From an optimization exercise on the open Yosys and OpenROAD flow, aimed at small area; shortcuts taken in it are not production practice. Where RTL was checked, it was by simulation tests only, not by an equivalence proof against the original. The RTL of runs 4 and 5 was laid out without a check of its function. Power is estimated from default activity; no workload was simulated.

==> flow/design.v <==
`timescale 1ns/1ns
package alu_pkg;
	localparam int word_width = 32;
	localparam int mult_steps = 32;
	localparam int step_cnt_width = $clog2(mult_steps);
	localparam int cla_groups = word_width / 4;
	typedef enum logic [3:0] {
		op_add  = 4'd0,
		op_sub  = 4'd1,
		op_and  = 4'd2,
		op_or   = 4'd3,
		op_not  = 4'd4,
		op_neg  = 4'd5,
		op_shr  = 4'd6,
		op_shra = 4'd7,
		op_shl  = 4'd8,
		op_ror  = 4'd9,
		op_rol  = 4'd10,
		op_mul  = 4'd11
	} alu_op_t;
endpackage
`timescale 1ns/1ns
`timescale 1ns/1ns
`timescale 1ns/1ns
`timescale 1ns/1ns
`timescale 1ns/1ns
import alu_pkg::*;
module alu_unit (
	input  logic                           clk,
	input  logic                           rst,
	input  logic [alu_pkg::word_width-1:0] bus_in,
	input  logic                           y_load,
	input  alu_pkg::alu_op_t               op,
	input  logic                           op_valid,
	output logic [alu_pkg::word_width-1:0] z_hi,
	output logic [alu_pkg::word_width-1:0] z_lo,
	output logic                           done,
	output logic                           busy
);
	logic [31:0] y;
	logic        y_zero;
	logic [31:0] m;
	logic [32:0] acc;
	logic [31:0] q;
	logic [6:0]  cnt;
	logic        run;
	logic [3:0]  opr;
	logic        cy;
	logic        accept;
	logic        term;
	logic        rclass;
	logic        last;
	logic        is_mul;
	logic        big;
	logic [6:0]  cnt0;
	logic        mq;
	logic [32:0] mx;
	logic [32:0] acc_sum;
	logic        sa;
	logic        sb;
	logic        ssum;
	logic        sbit;
	logic        fill;
	assign rclass = (opr == 4'd6) | (opr == 4'd7) | (opr == 4'd9);
	assign term   = cnt[6] | (rclass & (&cnt[5:0]));
	assign busy   = run & ~term;
	assign done   = run & term;
	assign accept = op_valid & ~busy & ~rst;
	assign z_hi = acc[31:0];
	assign z_lo = q;
	assign big = |bus_in[31:5];
	always_comb begin
		case (op)
			4'd6, 4'd7: cnt0 = big ? 7'd31 : {2'b01, ~bus_in[4:0]};
			4'd8:       cnt0 = big ? 7'd32 : {2'b00, bus_in[4:0]};
			4'd9:       cnt0 = {2'b01, ~bus_in[4:0]};
			4'd10:      cnt0 = {2'b01, bus_in[4:0]};
			default:    cnt0 = 7'd32;
		endcase
	end
	assign is_mul  = (opr == 4'd11);
	assign last    = &cnt[5:0];
	assign mq      = q[0] & is_mul;
	assign mx      = {m[31], m} ^ {33{last}};
	logic [35:0] ga, gb, gp, gg;
	logic [36:0] gcar;
	assign ga = {3'b000, acc};
	assign gb = {3'b000, mx & {33{mq}}};
	assign gg = ga & gb;
	assign gp = ga ^ gb;
	always_comb begin
		gcar[0] = mq & last;
		for (int k = 0; k < 9; k++) begin
			gcar[4*k+1] = gg[4*k] | (gp[4*k] & gcar[4*k]);
			gcar[4*k+2] = gg[4*k+1] | (gp[4*k+1] & gg[4*k]) | (gp[4*k+1] & gp[4*k] & gcar[4*k]);
			gcar[4*k+3] = gg[4*k+2] | (gp[4*k+2] & gg[4*k+1]) | (gp[4*k+2] & gp[4*k+1] & gg[4*k])
				| (gp[4*k+2] & gp[4*k+1] & gp[4*k] & gcar[4*k]);
			gcar[4*k+4] = gg[4*k+3] | (gp[4*k+3] & gg[4*k+2]) | (gp[4*k+3] & gp[4*k+2] & gg[4*k+1])
				| (gp[4*k+3] & gp[4*k+2] & gp[4*k+1] & gg[4*k])
				| (gp[4*k+3] & gp[4*k+2] & gp[4*k+1] & gp[4*k] & gcar[4*k]);
		end
	end
	assign acc_sum = gp[32:0] ^ gcar[32:0];
	assign sa   = q[0] & (opr != 4'd5);
	assign sb   = acc[0] ^ ((opr == 4'd1) | (opr == 4'd4) | (opr == 4'd5));
	assign ssum = sa ^ sb ^ cy;
	always_comb begin
		case (opr)
			4'd2:    sbit = sa & sb;
			4'd3:    sbit = sa | sb;
			4'd4:    sbit = sb;
			default: sbit = ssum;
		endcase
	end
	always_comb begin
		case (opr)
			4'd0, 4'd1, 4'd2, 4'd3, 4'd4, 4'd5: fill = sbit;
			4'd7:        fill = q[31];
			4'd9, 4'd10: fill = q[0];
			default:     fill = acc_sum[0];
		endcase
	end
	always_ff @(posedge clk) begin
		if (y_load)
			y <= bus_in;
		if (rst)
			y_zero <= 1'b1;
		else if (y_load)
			y_zero <= 1'b0;
	end
	always_ff @(posedge clk) begin
		if (rst)
			run <= 1'b0;
		else if (accept)
			run <= 1'b1;
		else if (term)
			run <= 1'b0;
	end
	always_ff @(posedge clk) begin
		if (accept) begin
			m   <= bus_in;
			opr <= op;
		end
	end
	always_ff @(posedge clk) begin
		if (accept) begin
			q   <= y_zero ? 32'd0 : y;
			acc <= (op <= 4'd5) ? {1'b0, bus_in} : 33'd0;
			cy  <= (op == 4'd1) | (op == 4'd5);
			cnt <= cnt0;
		end else begin
			q   <= {fill, q[31:1]};
			acc <= {acc_sum[32], acc_sum[32] | ((opr == 4'd8) & q[0] & ~cnt[5]), acc_sum[31:1]};
			cy  <= (sa & sb) | (sa & cy) | (sb & cy);
			cnt <= cnt + 7'd1;
		end
	end
endmodule
==> flow/run.sh <==
#!/bin/bash
# synth_recipe.tcl (not shown) runs the flow's synth.tcl, then flattens the netlist and writes it again
# the make line also repeats each setting of config.mk as NAME=value (left out here)
make -C /OpenROAD-flow-scripts/flow DESIGN_CONFIG=/design/flow/config.mk WORK_HOME=/design/flow/orfs CLKGATE_MAP_FILE= SYNTH_SCRIPT=/design/flow/synth_recipe.tcl finish
==> flow/config.mk <==
export PLATFORM = sky130hd
export DESIGN_NAME = alu_unit
export DESIGN_NICKNAME = alu_unit
export VERILOG_FILES = /design/flow/design.v
export SDC_FILE = /design/flow/constraint.sdc
export NUM_CORES = 4
export LEC_CHECK = 0
export CAP_MARGIN = 20
export CORE_MARGIN = 2
export CORE_UTILIZATION = 40
export SLEW_MARGIN = 20
==> flow/constraint.sdc <==
create_clock -name core_clock -period 6.0 [get_ports {clk}]
set_input_delay 1.2000 -clock core_clock [delete_from_list [all_inputs] [get_ports {clk}]]
set_output_delay 1.2000 -clock core_clock [all_outputs]
set_load 0.01 [all_outputs]
==> results of run 1 <==
power by group through the flow:
stage	logic [W]	registers (W)	clock network, W
2_1_floorplan	0.000278	0.00124	0
3_3_place_gp	0.000475	0.00125	0
3_5_place_dp	0.000484	0.00125	0
4_1_cts	0.000487	0.00123	0.00102
5_1_grt	0.000533	0.00124	0.00106
6_report	0.000483	0.00123	0.000997
final timing paths:
check | startpoint | end | slack, ns | depth (start not counted)
setup / recovery | opr[2] | acc[28] | 1.51 | 14
hold / removal | q[5] | q[4] | 0.46 | 2
setup reg to reg | opr[2] | acc[28] | 1.51 | 14
hold reg to reg | q[5] | q[4] | 0.46 | 2
placed cells by master, fill, tap and decap left out, types with 3 or more instances in the layout:
master,n
a211o_1,4
a21o_1,6
a21oi_1,34
a22o_1,11
a31oi_1,6
buf_4,7
clkbuf_16,17
clkbuf_8,3
clkdlybuf4s50_1,105
clkinvlp_4,3
dfxtp_1,74
edfxtp_1,69
fa_1,9
ha_1,35
inv_1,13
nand2_1,108
nand2b_1,9
nand3_1,10
nand4_1,8
nor2_1,52
nor2b_1,4
nor3_1,8
nor4_1,6
o21ai_0,53
o21ai_1,15
o21bai_1,4
o22ai_1,9
o31ai_1,4
xnor2_1,48
xor2_1,11
registers in the layout, summed over array words and instances, names as in the netlist:
register,flops
y,32
cnt,7
run,1
cy,1
m,32
q,32
opr,4
acc,33
y_zero,1
worst reg2reg max path, cell delays in order, from the launching register on:
cell and delay [ns]:
edfxtp_1 0.55, nor2b_2 0.22, nand4_1 0.63, buf_4 0.47
nor2_1 0.23, ha_1 0.30, nand4_1 0.16, nor3_1 0.07
nor3_1 0.23, a31oi_1 0.20, o311ai_0 0.45, o21ai_0 0.19
fa_1 0.43, xnor2_1 0.15, o21ai_0 0.08
layout make-up:
type,instances,area [µm²]
fill,1535,8650
clock inverter,10,87.6
sequential,143,3550
clock buffer,22,474
timing repair buffer,112,1100
inverter,14,52.6
multi-input combinational,490,3160
tap,225,282
per-layer routing:
metal  vias up  global-route usage, %
li1       2603                      -
met1      2452                   25.7
met2       139                   30.4
met3        22                   4.16
met4         0                   7.39
met5         -                      0
through the flow:
stage	instances	utilization (%)	hold WS (ns)	setup WS, ns	total power (W)
floorplan	706	-	0.462	2.13	0.00152
CTS	1016	50.2	0.461	1.54	0.00274
global placement	984	47.0	0.441	1.72	0.00172
global route	1016	50.2	0.488	1.07	0.00284
detailed placement	984	47.0	0.447	1.56	0.00173
finish	1016	50.2	0.459	1.51	0.00271
cells by family after synthesis:
family          synth area share [%]
xor+xnor                        7.24
buf+inv                         6.08
flops                           49.8
fa+ha+maj                       8.66
simple gates                    14.3
compound gates                  13.9
==> impl_results.md, run 1 <==
* Leakage at around 3.3 nW
* Clock sink total at between 100 and 150
* Synth top cells by count: 108 x nand2_1, 74 x dfxtp_1, 69 x edfxtp_1, 53 x nor2_1, 53 x o21ai_0
* Crit path DAT at approximately 4.8 ns
* Drt via density at 5.13
* Seq pwr share at around 45%
* Setup crit start kind: flip-flop
* Status: finished clean
* Htree depth at 4
* Pins over their slew limit at 0
* Max Cap Viol at 0
* Dominant synthesized flop cell: dfxtp_1
* Wire length on met3 at 846 µm
* Clock Latency Late Sink at ~0.42 ns
* Slew margin rel. at about 40%
* Antenna Nets Post-Route at 0
* Gate power share at ~18%
* Metal-1 WL at around 8000 µm
* Die height at ~140 µm
* Total Routed Length at 17100 µm
* Area growth, synth to finish at 22.0%
* I/O Buffers at ~110
* Die width at between 100 and 150 µm
* Crit path max-delay cell type: nand4_1
* Initial antenna violation count at 0
* Starting DRC count in detailed routing at approximately 350
* Synthesis-stage register bit count at between 100 and 150
* Final instance area at 0.00871 mm²
* Vias at about 5200
* Critical path endpoint category: flip-flop
* Sequential area share after synthesis at ~50%
* FP Rows at 48
* EDFF count, synth at just under 70
* RSZ-0062 raised after global routing: no
* Met2 WL post-DR at ~8000 µm
* Clk pwr share at between 30% and 40%
* Layout cell share with drive strength beyond 1 at approximately 6.3%
* Crit path buffers/inverters at 1
* Number of diodes at 0
* CP cell instances: nor2b_2 > nand4_1 > buf_4 > nor2_1 > ha_1 > nand4_1 > nor3_1 > nor3_1 > a31oi_1 > o311ai_0 > o21ai_0 > fa_1 > xnor2_1 > o21ai_0
* DRC Markers at 0
* Most numerous cell in the Yosys netlist: nand2_1
* Worst VDD drop at roughly 0.21 mV
* Initial Util at just over 40%
* Core Region at 0.0174 mm²
* Period utilisation layout at roughly three quarters
* Synth top area cells: edfxtp_1 29%, dfxtp_1 21%, ha_1 6.1%, xnor2_1 5.9%, nand2_1 5.7%
* Critical path's top delay family: simple AND/OR/NAND/NOR gates
* Fin. Hold Viols at 0
* Largest area contributor in the netlist: edfxtp_1
* Asr flop ratio synth at 0%
* Syn Nets at 790
* Sum Neg Setup Slack at 0 ns
* CTS clk-pin slew, worst paths at approximately 0.06 ns
* Nets@finish at around 860
* First-pass GRT wire length at approximately 28000 µm
* Final Setup Violations at 0
* Max incr delay on CP at ~0.63 ns
* Total grt overflow at 0
* Worst min path class: flip-flop to flip-flop
* TritonCTS Buffers at 17
* Clock buffer depth at 2
* WL per Instance at 16.8 µm
* Top Metal Used: met4
* Worst endpoint required time at 6.28 ns
* Fmax at roughly 220 MHz
* Final Critical Period at approximately 4.5 ns
* Distinct cells, synth at between 50 and 60
* Power density over the cells at ~310 mW/mm²
* Pre-antenna DRT Iters at 4
* Post-CTS Setup Bufs at 0
* Net Switching at 0.000712 W
* Vias in the first global route at 5235
* Pin count of the biggest net entering global routing at 53
* GP Congestion at just over 0.8
* Int Pwr at around 0.0020 W
* Sw Ratio at around a quarter
* DP HPWL at approximately 12000 µm
* Root Driver: clkbuf_16
* Ports at 106
* Mapped cell area at roughly 0.007 mm²
* DP Area at around 0.0081 mm²
* Syn Area/Cell at approximately 10 µm²
* Post-cts gate resize count at 0
* Yosys top cell area share at slightly below 30%
* Cts hold-fix bufs at 0
* Mapped Cells at between 700 and 800
* Critical path type: flip-flop to flip-flop
* CTS tree: done
* Clock Skews at roughly 0.0060 ns
* Yosys warns at 1
* Worst-Margin Slew at 0.883 ns
* All-Layer GR Usage at approximately a fifth
* Critical path fanouts, max at 16
* Die Area at 0.0189 mm²
==> run 2: changes to the inputs <==
--- a/flow/config.mk
+++ b/flow/config.mk
@@ -10,2 +10,4 @@
 export CORE_UTILIZATION = 40
+export CTS_BUF_LIST = sky130_fd_sc_hd__clkbuf_8
+export CTS_CLUSTER_SIZE = 30
 export SLEW_MARGIN = 20
==> run 2 against run 1 <==
Area after synthesis is the same. Largest cell class unchanged. Register-to-register slack about the same. Critical path type unchanged. Global-route usage decreased by 0.19 points. Critical endpoint unchanged. Synthesized cell count is the same. Combinational power barely moved.
==> impl_results.md, run 2 <==
* GP Congestion at 0.828
* Yosys top cell area share at 29.0%
* Status: finished clean
* Die Area at around 0.019 mm²
* Number of diodes at 0
* Cts hold-fix bufs at 0
* Hold EP: q[29]
* Period utilisation layout at between 70% and 80%
* Initial Util at between 40% and 50%
* Die width at ~140 µm
* Crit path DAT at ~4.8 ns
* Reg-to-reg endpoint: acc[28]
* Crit path max-delay cell type: nand4_1
* Simple-gate share of the synthesized area at around 14%
* Syn Area/Cell at about 10 µm²
* Most frequent cells in the layout: 108 x nand2_1, 105 x clkdlybuf4s50_1, 74 x dfxtp_1, 69 x edfxtp_1, 53 x o21ai_0
* Htree depth at 4
* First-pass GRT wire length at between 20000 and 30000 µm
* Pin count of the biggest net entering global routing at 53
* Placed insts at 984
* DRC Markers at 0
* Distinct cells, synth at 58
* Worst-Margin Slew at around 0.87 ns
* Mapped Cells at about 710
* Layout cell share with drive strength beyond 1 at between 6 and 7%
* Root Driver: clkbuf_8
* Starting DRC count in detailed routing at approximately 370
* Worst VDD drop at about 0.15 mV
* Post-cts gate resize count at 0
* Max Cap Viol at 0
* R2R Path Start: opr[2]
* Finished Layout Cells at between 1000 and 1500
* RSZ-0062 raised after global routing: no
* CP cell instances: nor2b_2 > nand4_1 > buf_4 > nor2_1 > ha_1 > nand4_1 > nor3_1 > nor3_1 > a31oi_1 > o311ai_0 > o21ai_0 > fa_1 > xnor2_1 > o21ai_0
* Critical path fanouts, max at 16
* Area growth, synth to finish at 19.4%
* Fin. Hold Viols at 0
* Total Routed Length at 17000 µm
* Vias at between 5000 and 6000
* DP HPWL at about 12000 µm
* Synth top cells by count: 108 x nand2_1, 74 x dfxtp_1, 69 x edfxtp_1, 53 x nor2_1, 53 x o21ai_0
* Vias in the first global route at about 5200
* Pre-antenna DRT Iters at 5
* Mux contribution to synthesized area at 0%
* Fmax at 223 MHz
* CTS tree: done
* Final Critical Period at 4.48 ns
* Synth Area in Adders at between 8 and 9%
* Setup crit start kind: flip-flop
* Largest family of logic cells by synthesized area: simple AND/OR/NAND/NOR gates
* Mapped cell area at ~0.007 mm²
* Clock Latency Late Sink at between 0.4 and 0.5 ns
* FP Rows at 48
* Hold depth at 2
* Critical path type: flip-flop to flip-flop
* Most numerous cell in the Yosys netlist: nand2_1
* Ports at between 100 and 150
* Worst min path class: flip-flop to flip-flop
* Most common cell after layout, fill and taps aside: nand2_1
* Total grt overflow at 0
* Dominant synthesized flop cell: dfxtp_1
* Worst hold start: q[30]
* Largest area contributor in the netlist: edfxtp_1
* Synth Area in XOR/XNOR at between 7 and 8%
* Yosys warns at 1
* Syn Nets at between 700 and 800
* Leakage at approximately 3.2 nW
* Drt via density at 5.17
* TritonCTS Buffers at 17
* Die height at 138 µm
* Worst endpoint required time at about 6.3 ns
* Core Region at approximately 0.017 mm²
* Reg2reg setup slack at 1.52 ns
* Initial antenna violation count at 0
* Synthesis-stage register bit count at approximately 140
* CTS clk-pin slew, worst paths at roughly 0.080 ns
* WL per Instance at around 17 µm
* Power density over the cells at 285 mW/mm²
* Clock buffer depth at 2
* Antenna Nets Post-Route at 0
* Layout fillers at between 1500 and 2000
* Max reg flops at 33
* Clock Skews at about 0.01 ns
* I/O Buffers at between 100 and 150
* Asr flop ratio synth at 0%
* Clock sink total at approximately 140
* Max incr delay on CP at approximately 0.63 ns
* Pins over their slew limit at 0
* EDFF count, synth at between 60 and 70
* Sum Neg Setup Slack at 0 ns
* Critical path endpoint category: flip-flop
* Nets@finish at 862
* Slew margin rel. at between 40% and 50%
* Synth top area cells: edfxtp_1 29%, dfxtp_1 21%, ha_1 6.1%, xnor2_1 5.9%, nand2_1 5.7%
* Final Setup Violations at 0
* Sequential area share after synthesis at 49.8%
* Reg2reg path depth at 14
* All-Layer GR Usage at 19.0%
* Top reg by flops: acc
* Post-CTS Setup Bufs at 0
* Complex-gate fraction of the synthesized area at ~14%
-- run 2: cell types whose count changed in the layout (fill, tap and decap cells not counted) --
cell / delta
clkbuf_1: -2
clkbuf_16: -17
clkbuf_8: +17
inv_1: +2
-- run 2: logic make-up after synthesis --
family,count (synthesis)
AO/OA/AOI/OAI,161
XOR/XNOR,59
adder cells (fa/ha/maj),44
buffers and inverters,73
flip-flops,143
AND/OR/NAND/NOR,226
-- run 2: cell type report --
type / instances / area, µm² / share of cell area, %
Clock buffer: 20 / 275 / 3.23
Clock inverter: 12 / 95.1 / 1.12
Inverter: 14 / 52.6 / 0.617
Multi-Input combinational cell: 490 / 3160 / 37.1
Sequential cell: 143 / 3550 / 41.7
Tap cell: 225 / 282 / 3.30
Timing Repair Buffer: 112 / 1100 / 13.0
-- run 2: metrics by stage --
stage / util, % / hold slack [ns] / area, µm² / worst slack (ns) / power, W
after floorplan: - / 0.462 / 7140 / 2.13 / 0.00152
after global placement: 47.0 / 0.441 / 8150 / 1.72 / 0.00172
after detailed placement: 47.0 / 0.447 / 8150 / 1.56 / 0.00173
after CTS: 49.1 / 0.465 / 8520 / 1.55 / 0.00246
after global routing: 49.1 / 0.489 / 8520 / 1.07 / 0.00255
final: 49.1 / 0.463 / 8520 / 1.52 / 0.00242
-- run 2: where the power goes --
part | internal, W | leakage, nW | switching (W)
combinational | 0.000250 | 1.74 | 0.000232
sequential | 0.00114 | 1.27 | 0.0000816
clock | 0.000354 | 0.188 | 0.000362
-- run 2: worst max-delay path by stage --
stage	start	end	slack, ns	cells past startpoint
2_1_floorplan	cnt[0]	acc[27]	2.13	16
3_3_place_gp	opr[2]	acc[27]	1.72	13
3_5_place_dp	opr[2]	acc[28]	1.56	14
4_1_cts	opr[2]	acc[28]	1.55	14
5_1_grt	opr[2]	acc[28]	1.07	14
6_report	opr[2]	acc[28]	1.52	14
-- run 2: worst max-delay path, delay by kind of cell (launching register included) --
family	cells	cell delay, ns
DFF	1	0.56
xor gates and xnor gates	1	0.15
and+or+nand+nor	6	1.52
adders and majority gates	2	0.73
buffers and inverters	1	0.47
AOI/OAI and AO/OA	4	0.92
-- run 2: routing by layer --
layer  wire (µm)  track usage, %  up-vias
li1            -               -     2604
met1        7830            25.6     2488
met2        8030            30.4      141
met3         862            3.75       22
met4         267            6.99        0
met5           0               0        -
==> run 3: changes to the inputs <==
--- a/flow/config.mk
+++ b/flow/config.mk
@@ -10,4 +10,5 @@
 export CORE_UTILIZATION = 40
-export CTS_BUF_LIST = sky130_fd_sc_hd__clkbuf_8
-export CTS_CLUSTER_SIZE = 30
+export CTS_BUF_LIST = sky130_fd_sc_hd__clkbuf_4 sky130_fd_sc_hd__clkbuf_8
+export CTS_CLUSTER_DIAMETER = 100
+export CTS_CLUSTER_SIZE = 20
 export SLEW_MARGIN = 20
==> run 3 against run 2 <==
Still clean. Critical path depth unchanged. Sequential power hardly changed. Clock power is 2% higher.
==> impl_results.md, run 3 <==
* Die height at ~140 µm
* Cts hold-fix bufs at 0
* Max Cap Viol at 0
* Sw Ratio at between 20% and 30%
* Critical path's top delay family: simple AND/OR/NAND/NOR gates
* Worst endpoint required time at 6.32 ns
* Nets@finish at approximately 860
* First-pass GRT wire length at about 27000 µm
* Crit path DAT at between 4 and 5 ns
* Max incr delay on CP at roughly 0.63 ns
* Net Switching at 0.000676 W
* Reg2reg path depth at 14
* Post-CTS Setup Bufs at 0
* Pin count of the biggest net entering global routing at between 50 and 60
* Placed insts at a little under 1000
* R2R Path Start: opr[2]
* Distinct cells, synth at 58
* Synth top cells by count: 108 x nand2_1, 74 x dfxtp_1, 69 x edfxtp_1, 53 x nor2_1, 53 x o21ai_0
* Syn Area/Cell at between 10 and 15 µm²
* Initial Util at around 41%
* Fmax at approximately 220 MHz
* Max reg flops at 33
* Root Driver: clkbuf_8
* EDFF count, synth at 69
* Asr flop ratio synth at 0%
* Core Region at 0.0174 mm²
* Final Setup Violations at 0
* Clock Skews at approximately 0.0091 ns
* Layout fillers at 1562
* Mapped cell area at approximately 0.007 mm²
* Most common cell after layout, fill and taps aside: nand2_1
* Largest area contributor in the netlist: edfxtp_1
* Clk pwr share at ~30%
* Reg2reg setup slack at 1.52 ns
* Crit path buffers/inverters at 1
* Power density over the cells at about 290 mW/mm²
* Period utilisation layout at between 70% and 80%
* Seq pwr share at between 50 and 60%
* Antenna Nets Post-Route at 0
* All-Layer GR Usage at about a fifth
* Ports at approximately 110
* Top reg by flops: acc
* Dominant synthesized flop cell: dfxtp_1
* Number of diodes at 0
* DRC Markers at 0
* Most frequent cells in the layout: 108 x nand2_1, 105 x clkdlybuf4s50_1, 74 x dfxtp_1, 69 x edfxtp_1, 53 x o21ai_0
* Leakage at around 3.2 nW
* Synthesis-stage register bit count at roughly 140
* Hold depth at 2
* GP Congestion at ~0.83
* Die width at approximately 140 µm
* Worst VDD drop at between 0.15 and 0.2 mV
* Pins over their slew limit at 0
* Finished Layout Cells at between 1000 and 1500
* Total grt overflow at 0
* Initial antenna violation count at 0
* Syn Nets at 790
* Yosys warns at 1
* Worst-Margin Slew at ~0.86 ns
* CTS clk-pin slew, worst paths at approximately 0.080 ns
* Die Area at 0.0189 mm²
* DP HPWL at 12100 µm
* Synth top area cells: edfxtp_1 29%, dfxtp_1 21%, ha_1 6.1%, xnor2_1 5.9%, nand2_1 5.7%
* Sum Neg Setup Slack at 0 ns
* Core Util, Final at 49.1%
* Vias in the first global route at around 5200
* Hold EP: q[29]
* Clock Latency Late Sink at ~0.46 ns
* Crit path max-delay cell type: nand4_1
* Layout cell share with drive strength beyond 1 at under 10%
* Final Critical Period at roughly 4.5 ns
* Critical path fanouts, max at 16
* Fin. Hold Viols at 0
* Worst hold start: q[30]
* Post-cts gate resize count at 0
* Gate power share at about a fifth
* RSZ-0062 raised after global routing: no
* CTS tree: done
* Critical path type: flip-flop to flip-flop
* Setup crit start kind: flip-flop
* Clock buffer depth at 2
* Total Routed Length at about 17000 µm
* Hold Slack at between 0.4 and 0.5 ns
* Starting DRC count in detailed routing at around 360
* Clock sink total at approximately 140
* Reg-to-reg endpoint: acc[28]
* Sequential area share after synthesis at between 40 and 50%
* FP Rows at 48
* Critical path endpoint category: flip-flop
* Pre-antenna DRT Iters at 4
* I/O Buffers at between 100 and 150
* Htree depth at 4
* Slew margin rel. at between 40% and 50%
* Status: finished clean
* Mapped Cells at 706
* Int Pwr at between 0.0015 and 0.002 W
* Area growth, synth to finish at 19.5%
* Most numerous cell in the Yosys netlist: nand2_1
* Drt via density at between 5 and 6
* TritonCTS Buffers at 17
* CP cell instances: nor2b_2 > nand4_1 > buf_4 > nor2_1 > ha_1 > nand4_1 > nor3_1 > nor3_1 > a31oi_1 > o311ai_0 > o21ai_0 > fa_1 > xnor2_1 > o21ai_0
* Worst min path class: flip-flop to flip-flop
* WL per Instance at roughly 17 µm
* Yosys top cell area share at between 20 and 30%
* Vias at between 5000 and 6000
-- run 3: how the worst max path moves through the flow --
stage / endpoint / cells past startpoint / start
after floorplan: acc[27] / 16 / cnt[0]
after global placement: acc[27] / 13 / opr[2]
after detailed placement: acc[28] / 14 / opr[2]
after CTS: acc[28] / 14 / opr[2]
after global routing: acc[28] / 14 / opr[2]
final: acc[28] / 14 / opr[2]
-- run 3: through the flow --
| stage | area [µm²] | total power (W) | setup slack [ns] |
|---|---|---|---|
| global placement | 8150 | 0.00172 | 1.72 |
| CTS | 8530 | 0.00247 | 1.55 |
| global route | 8530 | 0.00256 | 1.07 |
| detailed placement | 8150 | 0.00173 | 1.56 |
| finish | 8530 | 0.00244 | 1.52 |
| floorplan | 7140 | 0.00152 | 2.13 |
-- run 3: layout make-up --
type	count	area (µm²)	area share, %
sequential	143	3550	41.7
inverter	14	52.6	0.616
clock buffer	22	290	3.40
clock inverter	10	87.6	1.03
multi-input combinational	490	3160	37.0
tap	225	282	3.30
timing repair buffer	112	1100	12.9
-- run 3: cell families (layout without fill, tap and decap cells) --
group | after synthesis | in the layout | synth area share (%)
xor gates and xnor gates | 59 | 59 | 7.24
adders and majority gates | 44 | 44 | 8.66
buffers and inverters | 73 | 158 | 6.08
and+or+nand+nor | 226 | 226 | 14.3
AOI/OAI and AO/OA | 161 | 161 | 13.9
DFF | 143 | 143 | 49.8
-- run 3: worst min-delay path, cell delays in order, from the launching register on --
cell and delay [ns]:
dfxtp_1 0.33, nand2_1 0.04, o21ai_0 0.06
-- run 3: metal layers --
layer  global-route usage (%)  vias to the layer above  part of all wire, %
met4                     6.99                        0                  1.6
li1                         -                     2603                    -
met2                     30.4                      132                   47
met5                        0                        -                    0
met1                     25.6                     2496                   46
met3                     3.75                       23                  5.0
-- run 3: power groups by stage --
stage / sequential, W / combinational [W] / clock [W]
after floorplan: 0.00124 / 0.000278 / 0
after global placement: 0.00125 / 0.000475 / 0
after detailed placement: 0.00125 / 0.000484 / 0
after CTS: 0.00123 / 0.000487 / 0.000751
after global routing: 0.00124 / 0.000533 / 0.000789
final: 0.00123 / 0.000482 / 0.000728
==> run 4: changes to the inputs <==
--- a/flow/design.v
+++ b/flow/design.v
@@ -55,4 +55,3 @@
 	logic [6:0]  cnt0;
-	logic        mq;
-	logic [32:0] mx;
+	logic [32:0] addend;
 	logic [32:0] acc_sum;
@@ -82,23 +81,4 @@
 	assign last    = &cnt[5:0];
-	assign mq      = q[0] & is_mul;
-	assign mx      = {m[31], m} ^ {33{last}};
-	logic [35:0] ga, gb, gp, gg;
-	logic [36:0] gcar;
-	assign ga = {3'b000, acc};
-	assign gb = {3'b000, mx & {33{mq}}};
-	assign gg = ga & gb;
-	assign gp = ga ^ gb;
-	always_comb begin
-		gcar[0] = mq & last;
-		for (int k = 0; k < 9; k++) begin
-			gcar[4*k+1] = gg[4*k] | (gp[4*k] & gcar[4*k]);
-			gcar[4*k+2] = gg[4*k+1] | (gp[4*k+1] & gg[4*k]) | (gp[4*k+1] & gp[4*k] & gcar[4*k]);
-			gcar[4*k+3] = gg[4*k+2] | (gp[4*k+2] & gg[4*k+1]) | (gp[4*k+2] & gp[4*k+1] & gg[4*k])
-				| (gp[4*k+2] & gp[4*k+1] & gp[4*k] & gcar[4*k]);
-			gcar[4*k+4] = gg[4*k+3] | (gp[4*k+3] & gg[4*k+2]) | (gp[4*k+3] & gp[4*k+2] & gg[4*k+1])
-				| (gp[4*k+3] & gp[4*k+2] & gp[4*k+1] & gg[4*k])
-				| (gp[4*k+3] & gp[4*k+2] & gp[4*k+1] & gp[4*k] & gcar[4*k]);
-		end
-	end
-	assign acc_sum = gp[32:0] ^ gcar[32:0];
+	assign addend  = (q[0] & is_mul) ? ({m[31], m} ^ {33{last}}) : 33'd0;
+	assign acc_sum = acc + addend + {32'd0, q[0] & is_mul & last};
 	assign sa   = q[0] & (opr != 4'd5);
--- a/flow/config.mk
+++ b/flow/config.mk
@@ -10,5 +10,2 @@
 export CORE_UTILIZATION = 40
-export CTS_BUF_LIST = sky130_fd_sc_hd__clkbuf_4 sky130_fd_sc_hd__clkbuf_8
-export CTS_CLUSTER_DIAMETER = 100
-export CTS_CLUSTER_SIZE = 20
 export SLEW_MARGIN = 20
==> run 4 against run 3 <==
Design area increased by 8.8%. Highest routed layer unchanged. Cell count increased by 9.1%. Critical path type unchanged. Critical endpoint is now acc[23]. First-iteration DRC count increased by 25%. Routed wire length increased by 14%. Power increased by 20%. Synthesized cell count increased by 14%. Count of clock-buffer cells in the layout decreased by 2. Utilization increased by 0.29 points.
==> impl_results.md, run 4 <==
* Synth top cells by count: 100 x nand2_1, 74 x dfxtp_1, 69 x edfxtp_1, 56 x nor2_1, 52 x a21oi_1
* Clock Latency Late Sink at 0.43 ns
* I/O Buffers at approximately 110
* Syn Area/Cell at around 9.6 µm²
* Clock Skews at 0.00850 ns
* Pin count of the biggest net entering global routing at around 110
* Critical path fanouts, max at 21
* Synth Area in XOR/XNOR at approximately 6.8%
* Drt via density at ~5.4
* Reg2reg setup slack at roughly 1.7 ns
* Root Driver: clkbuf_16
* Critical path's top delay family: simple AND/OR/NAND/NOR gates
* Htree depth at 4
* Worst min path class: flip-flop to flip-flop
* Distinct cells, synth at 66
* Layout fillers at roughly 1700
* Most frequent cells in the layout: 105 x clkdlybuf4s50_1, 100 x nand2_1, 74 x dfxtp_1, 69 x edfxtp_1, 56 x nor2_1
* Top reg by flops: acc
* Mux contribution to synthesized area at less than 1%
* Starting DRC count in detailed routing at roughly 450
* Hold Slack at between 0.4 and 0.5 ns
* Crit path max-delay cell type: or4b_1
* Setup crit start kind: flip-flop
* Most numerous cell in the Yosys netlist: nand2_1
* Placed insts at ~1100
* Synth top area cells: edfxtp_1 27%, dfxtp_1 19%, xnor2_1 5.7%, ha_1 5.5%, nand2_1 4.9%
* Clock buffer depth at 2
* Worst endpoint required time at between 6 and 7 ns
* DRC Markers at 0
* Yosys warns at 1
* CTS clk-pin slew, worst paths at 0.06 ns
* Power density over the cells at 316 mW/mm²
* Max incr delay on CP at 0.88 ns
* Area growth, synth to finish at 20.5%
* Period utilisation layout at a little under three quarters
* Ports at between 100 and 150
* Vias in the first global route at roughly 5600
* Complex-gate fraction of the synthesized area at between 10 and 15%
* Sum Neg Setup Slack at 0 ns
* RSZ-0062 raised after global routing: no
* Mapped Cells at slightly above 800
* Fmax at 234 MHz
* Fin. Hold Viols at 0
* Die height at between 100 and 150 µm
* Clock sink total at around 140
* DP HPWL at between 10000 and 15000 µm
* GP Congestion at roughly 0.86
* TritonCTS Buffers at 17
* Final Setup Violations at 0
* Asr flop ratio synth at 0%
* Simple-gate share of the synthesized area at approximately a fifth
* Largest area contributor in the netlist: edfxtp_1
* Layout cell share with drive strength beyond 1 at under 10%
* Total Routed Length at approximately 19000 µm
* Dominant synthesized flop cell: dfxtp_1
* CTS tree: done
* Post-cts gate resize count at 0
* Critical path type: flip-flop to flip-flop
* Antenna Nets Post-Route at 0
* Synth Area in Adders at approximately 6.3%
* Synthesis-stage register bit count at 143
* Crit path buffers/inverters at 3
* Most common cell after layout, fill and taps aside: clkdlybuf4s50_1
* Nets@finish at 938
* Largest family of logic cells by synthesized area: simple AND/OR/NAND/NOR gates
* Vias at approximately 6000
* Core Region at about 0.019 mm²
* Max Cap Viol at 0
* Mapped cell area at between 0.007 and 0.008 mm²
* EDFF count, synth at 69
* Final Critical Period at 4.27 ns
* Max reg flops at 33
* Initial antenna violation count at 0
* Worst VDD drop at between 0.2 and 0.25 mV
* Leakage at about 3.5 nW
* Status: finished clean
* Number of diodes at 0
* Slew margin rel. at 35.5%
* Cts hold-fix bufs at 0
* Critical path endpoint category: flip-flop
* WL per Instance at 17.5 µm
* Die Area at 0.0204 mm²
* Yosys top cell area share at roughly 27%
* Crit path DAT at roughly 4.6 ns
* Post-CTS Setup Bufs at 0
* Initial Util at about two fifths
* Sequential area share after synthesis at 46.2%
* Pins over their slew limit at 0
* Worst-Margin Slew at between 0.9 and 1 ns
* Finished Layout Cells at around 1100
* CP cell instances: inv_1 > or4b_1 > buf_4 > nor2_1 > fa_1 > inv_1 > fa_1 > nor2b_1 > o2111ai_1 > a211oi_2 > nor3_1 > o31ai_1 > mux2i_1 > nand3_1
* Total grt overflow at 0
* Syn Nets at 883
* All-Layer GR Usage at 19.6%
* Pre-antenna DRT Iters at 5
* FP Rows at 50
* First-pass GRT wire length at slightly above 30000 µm
* Die width at 143 µm
[run 4: tightest hold or removal path, stage by stage (launching register included)]
cell     delay (ns)
dfxtp_1        0.31
nand2_1        0.05
nand2_1        0.04
[run 4: cells by family after synthesis]
logic type | Yosys count
and+or+nand+nor | 298
AOI/OAI and AO/OA | 169
DFF | 143
buffers and inverters | 97
xor gates and xnor gates | 60
adders and majority gates | 37
muxes | 2
[run 4: metrics by stage]
step	setup slack, ns	util (%)	total power [W]	instance area, µm²
finish	1.73	49.4	0.00293	9280
global route	1.36	49.4	0.00305	9280
CTS	1.69	49.3	0.00295	9250
detailed placement	1.69	45.9	0.00183	8620
global placement	1.80	45.9	0.00183	8620
floorplan	2.27	-	0.00160	7700
[run 4: per-layer routing]
layer	share of wire (%)	up-vias	GRT usage [%]
li1	-	2974	-
met1	50	2789	28.5
met2	44	160	29.1
met3	4.1	29	3.59
met4	2.3	0	7.50
met5	0	-	0
[run 4: layout make-up]
| class | count | area [µm²] | share of cell area (%) |
|---|---|---|---|
| clock buffer | 20 | 479 | 5.17 |
| sequential | 143 | 3550 | 38.3 |
| tap | 234 | 293 | 3.16 |
| clock inverter | 12 | 145 | 1.56 |
| inverter | 20 | 77.6 | 0.836 |
| multi-input combinational | 566 | 3600 | 38.8 |
| timing repair buffer | 113 | 1130 | 12.2 |
[run 4: power by group]
group	switching [W]	total [W]	leakage [nW]	internal (W)
clock network	0.000445	0.00112	0.292	0.000670
registers	0.0000834	0.00124	1.27	0.00115
logic	0.000294	0.000575	1.94	0.000281
total	0.000823	0.00293	3.50	0.00211
[run 4: worst paths after layout]
kind | startpoint | to | depth (start not counted)
setup reg to reg | opr[1] | acc[23] | 14
hold reg to reg | q[7] | q[6] | 2
hold / removal | q[7] | q[6] | 2
setup / recovery | opr[1] | acc[23] | 14
==> run 5: changes to the inputs <==
--- a/flow/design.v
+++ b/flow/design.v
@@ -82,3 +82,10 @@
 	assign addend  = (q[0] & is_mul) ? ({m[31], m} ^ {33{last}}) : 33'd0;
-	assign acc_sum = acc + addend + {32'd0, q[0] & is_mul & last};
+	always_comb begin
+		logic c;
+		c = q[0] & is_mul & last;
+		for (int i = 0; i < 33; i++) begin
+			acc_sum[i] = acc[i] ^ addend[i] ^ c;
+			c = (acc[i] & addend[i]) | (acc[i] & c) | (addend[i] & c);
+		end
+	end
 	assign sa   = q[0] & (opr != 4'd5);
==> run 5 against run 4 <==
Now fails the layout checks on setup timing. Sequential share of layout area rose by 3.9 points. Critical path depth rose by 27. Area after synthesis fell by 16%. Largest power group unchanged.
==> impl_results.md, run 5 <==
* Mapped cell area at about 0.0065 mm²
* Asr flop ratio synth at 0%
* Final instance area at ~0.0084 mm²
* RSZ-0062 raised after global routing: yes
* Antenna Nets Post-Route at 0
* Number of diodes at 0
* Clock sink total at between 100 and 150
* Crit path buffers/inverters at 0
* Mapped Cells at between 500 and 600
* Die Area at approximately 0.017 mm²
* Critical path type: flip-flop to flip-flop
* Worst min path class: flip-flop to flip-flop
* Starting DRC count in detailed routing at 280
* EDFF count, synth at about 70
* Core Region at around 0.016 mm²
* Max incr delay on CP at between 0.3 and 0.4 ns
* Worst endpoint required time at between 6 and 7 ns
* Htree depth at 4
* Pin count of the biggest net entering global routing at between 70 and 80
* Sequential area share after synthesis at a little under three fifths
* Synth top area cells: edfxtp_1 32%, dfxtp_1 23%, fa_1 10%, xnor2_1 4.8%, nand2_1 4.2%
* Area growth, synth to finish at 30.8%
* TritonCTS Buffers at 17
* Vias at ~4200
* Cts hold-fix bufs at 0
* Top reg by flops: acc
* Vias in the first global route at 4287
* Initial Util at between 40% and 50%
* DP Area at just under 0.008 mm²
* Syn Nets at a little over 600
* Cell mode on critical path: fa_2
* Largest area contributor in the netlist: edfxtp_1
* Slew margin rel. at 36.4%
* Synthesis-stage register bit count at approximately 140
* Critical path endpoint category: flip-flop
* Failing Checks: setup timing
* Final Critical Period at between 10 and 15 ns
* Total grt overflow at 0
* Worst-Margin Slew at about 0.95 ns
* Total Routed Length at about 14000 µm
* CTS clk-pin slew, worst paths at 0.06 ns
* FP Rows at between 40 and 50
* WL per Instance at around 16 µm
* Hold depth at 2
* Initial antenna violation count at 0
* Power density over the cells at ~330 mW/mm²
* Nets@finish at approximately 700
* Dominant synthesized flop cell: dfxtp_1
* Sum Neg Setup Slack at -75.27 ns
* Hold Slack at 0.437 ns
* Worst VDD drop at 0.195 mV
* Final Setup Violations at 21
* Design Power at ~0.0028 W
* Root Driver: clkbuf_16
* First-pass GRT wire length at around 22000 µm
* Yosys top cell area share at about a third
* Clock Latency Late Sink at 0.42 ns
* Critical path fanouts, max at 2
* Yosys warns at 1
* Period utilisation layout at 214%
* Drt via density at a little under 5
* Crit path DAT at approximately 13 ns
* Clock Skews at around 0.0088 ns
* Status: complete, but fails checks
* Pre-antenna DRT Iters at 4
* GP Congestion at roughly 0.79
* Reg2reg setup slack at -6.83 ns
* Leakage at slightly above 3 nW
* Reg2reg path depth at 41
* Ports at between 100 and 150
* Fin worst setup slack at -6.83 ns
* DRC Markers at 0
* Distinct cells, synth at 52
* Die height at ~130 µm
* Max reg flops at 33
* Fin. Hold Viols at 0
* Pins over their slew limit at 0
* All-Layer GR Usage at 17.2%
* Synth top cells by count: 74 x dfxtp_1, 73 x nand2_1, 69 x edfxtp_1, 41 x nor2_1, 35 x xnor2_1
* I/O Buffers at ~110
* CP Depth at slightly above 40
* Most frequent cells in the layout: 105 x clkdlybuf4s50_1, 73 x nand2_1, 72 x dfxtp_1, 69 x edfxtp_1, 42 x buf_4
* Layout fillers at approximately 1300
* Most common cell after layout, fill and taps aside: clkdlybuf4s50_1
* Clock buffer depth at 2
* CTS tree: done
* Layout cell share with drive strength beyond 1 at a little under a fifth
* Setup crit start kind: flip-flop
* DP HPWL at 9810 µm
* Max Cap Viol at 0
* Syn Area/Cell at 12.0 µm²
* Fmax at 77.9 MHz
* Die width at around 130 µm
* Core Util, Final at 53.3%
* Crit path max-delay cell type: dfxtp_4
* Most numerous cell in the Yosys netlist: dfxtp_1
* Critical path's top delay family: adder cells
## run 5: worst paths after layout
| kind | start | end |
|---|---|---|
| setup / recovery | cnt[1] | acc[31] |
| hold / removal | q[23] | q[22] |
| setup reg to reg | cnt[1] | acc[31] |
| hold reg to reg | q[23] | q[22] |
## run 5: metal layers
| metal | part of all wire [%] | GRT usage [%] | vias up |
|---|---|---|---|
| li1 | - | - | 2050 |
| met1 | 45 | 22.7 | 2033 |
| met2 | 48 | 27.2 | 131 |
| met3 | 5.9 | 4.44 | 17 |
| met4 | 1.6 | 6.95 | 0 |
| met5 | 0 | 0 | - |
## run 5: repair_timing
action / 4_1_cts / 5_1_grt
cloned: 0 / 0
setup buffers: 1 / 0
gates resized for setup: 0 / 3
setup endpoints to repair: 21 / 21
pin swaps: 1 / 0
## run 5: cell type report
| class | instances | area [µm²] | area share (%) |
|---|---|---|---|
| Sequential cell | 143 | 3560 | 42.2 |
| Clock buffer | 23 | 479 | 5.68 |
| Inverter | 9 | 33.8 | 0.400 |
| Clock inverter | 9 | 129 | 1.53 |
| Tap cell | 216 | 270 | 3.20 |
| Timing Repair Buffer | 147 | 1370 | 16.2 |
| Multi-Input combinational cell | 326 | 2600 | 30.8 |
## run 5: report_power, final
part / switching, W / leakage, nW / total, W / internal (W)
logic: 0.000220 / 1.52 / 0.000504 / 0.000283
clock network: 0.000396 / 0.297 / 0.00108 / 0.000689
registers: 0.0000773 / 1.27 / 0.00122 / 0.00115
## run 5: worst min-delay path: stages, from the launching register on
cell	delay, ns
dfxtp_1	0.31
nand2_1	0.05
o21ai_1	0.05
## run 5: metrics by stage
step	cells	setup WS [ns]
final	873	-6.83
after global routing	873	-7.16
after CTS	873	-6.84
after detailed placement	840	-6.86
after global placement	840	-6.73
after floorplan	538	-6.72
## run 5: logic make-up (layout without fill, tap and decap cells)
family / after synthesis / after routing / synth area share [%]
compound gates: 92 / 92 / 10.7
xor+xnor: 39 / 39 / 5.29
simple gates: 156 / 156 / 10.9
buf+inv: 69 / 188 / 6.69
flops: 143 / 143 / 55.1
fa+ha+maj: 36 / 36 / 10.8
mux: 3 / 3 / 0.504

-- what the ideal ports hide --
How much do the figures lean on ideal ports? The routed layouts below were timed once more, with nothing changed but the port constraints. Step 1, drivers: a clkbuf_16 drives clk and a buf_2 each remaining input, both assumed. Step 2 adds t to the input delays and takes it off the output delays; t is the mean of the earliest and latest rising clock arrival at the registers after step 1. Input paths then give back, and output paths get back, about the clock's delay inside the block. Slacks: ideal ports / drivers / drivers and shift; pairs: ideal ports / drivers.
run | t (ns) | slack for setup (ns) | worst setup path after step 2
run 1 | 0.465 | 1.508 / 1.508 / 1.508 | register to register
run 2 | 0.486 | 1.523 / 1.523 / 1.523 | register to register
run 3 | 0.490 | 1.517 / 1.517 / 1.517 | register to register
run 4 | 0.471 | 1.726 / 1.726 / 1.726 | register to register
run 5 | 0.456 | -6.834 / -6.834 / -6.834 | register to register
